What follows belongs to an exercise in optimizing a design on an open flow for small area, a short achievable clock period and few clock cycles per item; a production flow would make more cautious choices.
Power figures rest on the tool's default switching activity, not on a simulated workload.

==> flow/design.v (excerpt) <==
module incubator_setpoint_and_alarm_supervisor #(
  parameter int MAX_DIGITS = 4
) (
  input  logic              clk,
  input  logic              rst_n,
  input  logic              in_valid,
  output logic              in_ready,
  input  logic [1:0]        in_opcode,
  input  logic [isas_pkg::TEMP_W-1:0] in_measured_temp,
  input  logic [3:0]        in_key_code,
  input  logic [isas_pkg::HOST_W-1:0] in_host_target,
  output logic              out_valid,
  input  logic              out_ready,
  output logic [1:0]        out_mode,
  output logic              out_buzzer_on,
  output logic [isas_pkg::TEMP_W-1:0] out_target_temp,
  output logic [isas_pkg::SECS_W-1:0] out_run_seconds,
  output logic              out_control_active,
  output logic              out_controller_reset,
  output logic              out_drive_stop,
  output logic [1:0]        out_host_reply,
  input  logic              cfg_psel,
  input  logic              cfg_penable,
  input  logic              cfg_pwrite,
  input  logic [isas_pkg::APB_AW-1:0] cfg_paddr,
  input  logic [isas_pkg::APB_DW-1:0] cfg_pwdata,
  output logic [isas_pkg::APB_DW-1:0] cfg_prdata,
  output logic              cfg_pready
);
clock: 8.0 ns
lec_check: 0
cap_margin: 20
core_margin: 2
core_utilization: 60
setup_slack_margin: 4.6
slew_margin: 20
standard.sh (not shown) runs the stock make flow with config.mk's settings and CLKGATE_MAP_FILE= SYNTH_SCRIPT=/design/flow/synth_recipe.tcl, a recipe that flattens the netlist after the stock synthesis.
==> flow/flow/run.sh <==
#!/bin/bash
# Own layout flow: the standard flow (standard.sh: the standard synthesis
# and ORFS steps, unchanged) with one ORFS setting passed through the
# environment: BUFFER_PORTS_ARGS makes every port buffer a
# sky130_fd_sc_hd__buf_1 cell instead of the default delay buffer
# (clkdlybuf4s50_1), which is larger and slower. Every input and output port
# is still buffered; the clock period and constraints are the standard flow's.
# The make/ORFS output goes to standard_flow.log; each ORFS step keeps its own
# log under orfs/logs/.
set -euo pipefail
export BUFFER_PORTS_ARGS="-buffer_cell sky130_fd_sc_hd__buf_1"
bash standard.sh > standard_flow.log 2>&1
Then changed:
--- a/flow/design.v
+++ b/flow/design.v
@@ -168,17 +168,17 @@
   input  logic [isas_pkg::APB_AW-1:0] cfg_paddr,
   input  logic [isas_pkg::APB_DW-1:0] cfg_pwdata,
   output logic [isas_pkg::APB_DW-1:0] cfg_prdata,
   output logic              cfg_pready
 );
   localparam int BST_W = 12;    
   isas_pkg::cfg_regs_t cfg;
   logic              s1_v;
-  logic              s1_tk, s1_ky, s1_hs;   
+  logic [1:0]        s1_op;
   logic [TEMP_W-1:0] s1_data;
   logic              s1_ok;
   logic              h_ok;
   logic [TEMP_W-1:0] t_eff;
   logic [TEMP_W:0]   i_d;        
   logic              s1_dsign;   
   logic              s1_prep;
   logic              s1_kh, s1_ks, s1_kd;   
@@ -278,19 +278,17 @@
     end
   end
   always_ff @(posedge clk) begin
     if (need_prep && !busy) begin
       s1_prep <= 1'b1;
       s1_ok   <= h_ok && (count_r != 3'd0);
       s1_data <= kval[TEMP_W-1:0];
     end else if (s1_load) begin
-      s1_tk   <= (w_op == OP_TICK);
-      s1_ky   <= (w_op == OP_KEY);
-      s1_hs   <= (w_op == OP_HOST_SET);
+      s1_op   <= w_op;
       s1_ok   <= h_ok && (w_op == OP_HOST_SET);
       s1_prep <= 1'b0;
       s1_kh   <= w_kh;
       s1_ks   <= w_ks;
       s1_kd   <= w_kd;
       s1_dsign <= i_d[TEMP_W];
       if (w_op == OP_TICK) begin
         s1_data <= i_d[TEMP_W-1:0];
@@ -348,17 +346,18 @@
     nogain_nxt = nogain_r;
     buzzer_nxt = buzzer_r;
     millis_nxt = millis_r;
     secs_nxt   = secs_r;
     active_nxt = 1'b0;
     pid_nxt    = 1'b0;
     stop_nxt   = 1'b0;
     reply_nxt  = REPLY_NONE;
-    if (s1_tk) begin
+    unique case (s1_op)
+      OP_TICK: begin
         if (!run_like) begin
           buzzer_nxt = 1'b0;
         end else begin
           active_nxt = 1'b1;
           if (blanking) begin
             buzzer_nxt = 1'b0;
             blank_nxt  = blank_r + 16'd1;
           end else if (in_band) begin
@@ -380,17 +379,18 @@
             if (stuck_inc) begin
               mode_nxt   = MODE_ALARM;
               buzzer_nxt = 1'b1;
             end
           end
           millis_nxt = ms_new[9:0];
           secs_nxt   = secs_tick;
         end
-    end else if (s1_ky) begin
+      end
+      OP_KEY: begin
         if (s1_ks) begin
           if (mode_r == MODE_SET) begin
             if (count_r != 3'd0) begin
               count_nxt = count_r - 3'd1;
               div_start = 1'b1;
             end
           end else begin
             mode_nxt  = MODE_SET;
@@ -417,35 +417,38 @@
             nogain_nxt = '0;
             buzzer_nxt = 1'b0;
           end
         end else if (mode_r == MODE_SET && s1_kd &&
                      count_r < 3'(MAX_DIGITS)) begin
           kv_nxt    = kv_x10;
           count_nxt = count_r + 3'd1;
         end
-    end else if (s1_hs) begin
+      end
+      OP_HOST_SET: begin
         if (s1_ok) begin
           target_nxt = s1_data;
           pid_nxt    = 1'b1;
           reply_nxt  = REPLY_ACCEPT;
           if (mode_r != MODE_RUN) begin
             mode_nxt = MODE_RUN;
             secs_nxt = '0;
           end
         end else begin
           reply_nxt = REPLY_RANGE;
         end
-    end else begin
+      end
+      default: begin
         mode_nxt   = MODE_IDLE;
         stop_nxt   = 1'b1;
         secs_nxt   = '0;
         millis_nxt = '0;
         reply_nxt  = REPLY_ACCEPT;
-    end
+      end
+    endcase
   end
   always_ff @(posedge clk) begin
     if (!rst_n) begin
       mode_r      <= MODE_IDLE;
       target_r    <= DEFAULT_RST;
       blank_r     <= '0;
       best_r      <= '0;
       nogain_r    <= '0;
Clock power climbs by a few percent.
Sequential power drops by roughly a tenth.
Clock skew climbs by 0.0039 ns.
Utilization climbs by 0.35 points.
Hold slack gets better by 0.022 ns.
Non-clock buffer count drops by 8.
Die area drops slightly.
Setup slack gets worse by 0.26 ns.
Design area is about the same.
Synthesized cell count drops slightly.
First-iteration DRC count drops by roughly a tenth.
Routed wire length drops by a few percent.
Total power drops by about a fifth.
Clock-buffer cell count drops by 3.
No run of this note included a check of the RTL's function; only the layout flow was run.

-- re-timing with driven ports --
In the flow no input, the clock included, has a driving cell. The finished layouts below were timed again as built, in two steps. Step 1 (the two cells are an assumption about what drives the block):
set clk [get_ports {clk}]
set_driving_cell -lib_cell sky130_fd_sc_hd__clkbuf_16 $clk
set_driving_cell -lib_cell sky130_fd_sc_hd__buf_2 [delete_from_list [all_inputs] $clk]
Step 2, shift: input delay + t, output delay - t, t = (earliest + latest rising clock arrival at the registers) / 2. This alone moves slack from input paths to output paths. a / b / c = ideal ports / drivers / drivers and shift; a / b = the first two.
run | t (ns) | slack for setup (ns) | worst data-port slew with drivers (ns)
the first run | 0.619 | 4.472 / 4.472 / 3.921 | 0.04
the second run | 0.611 | 4.214 / 4.214 / 3.711 | 0.04
After both steps setup and hold are still met in every run listed. The setup slack of the first run, which loses most, moves by 0.000 ns with the drivers and by -0.551 ns with both steps.
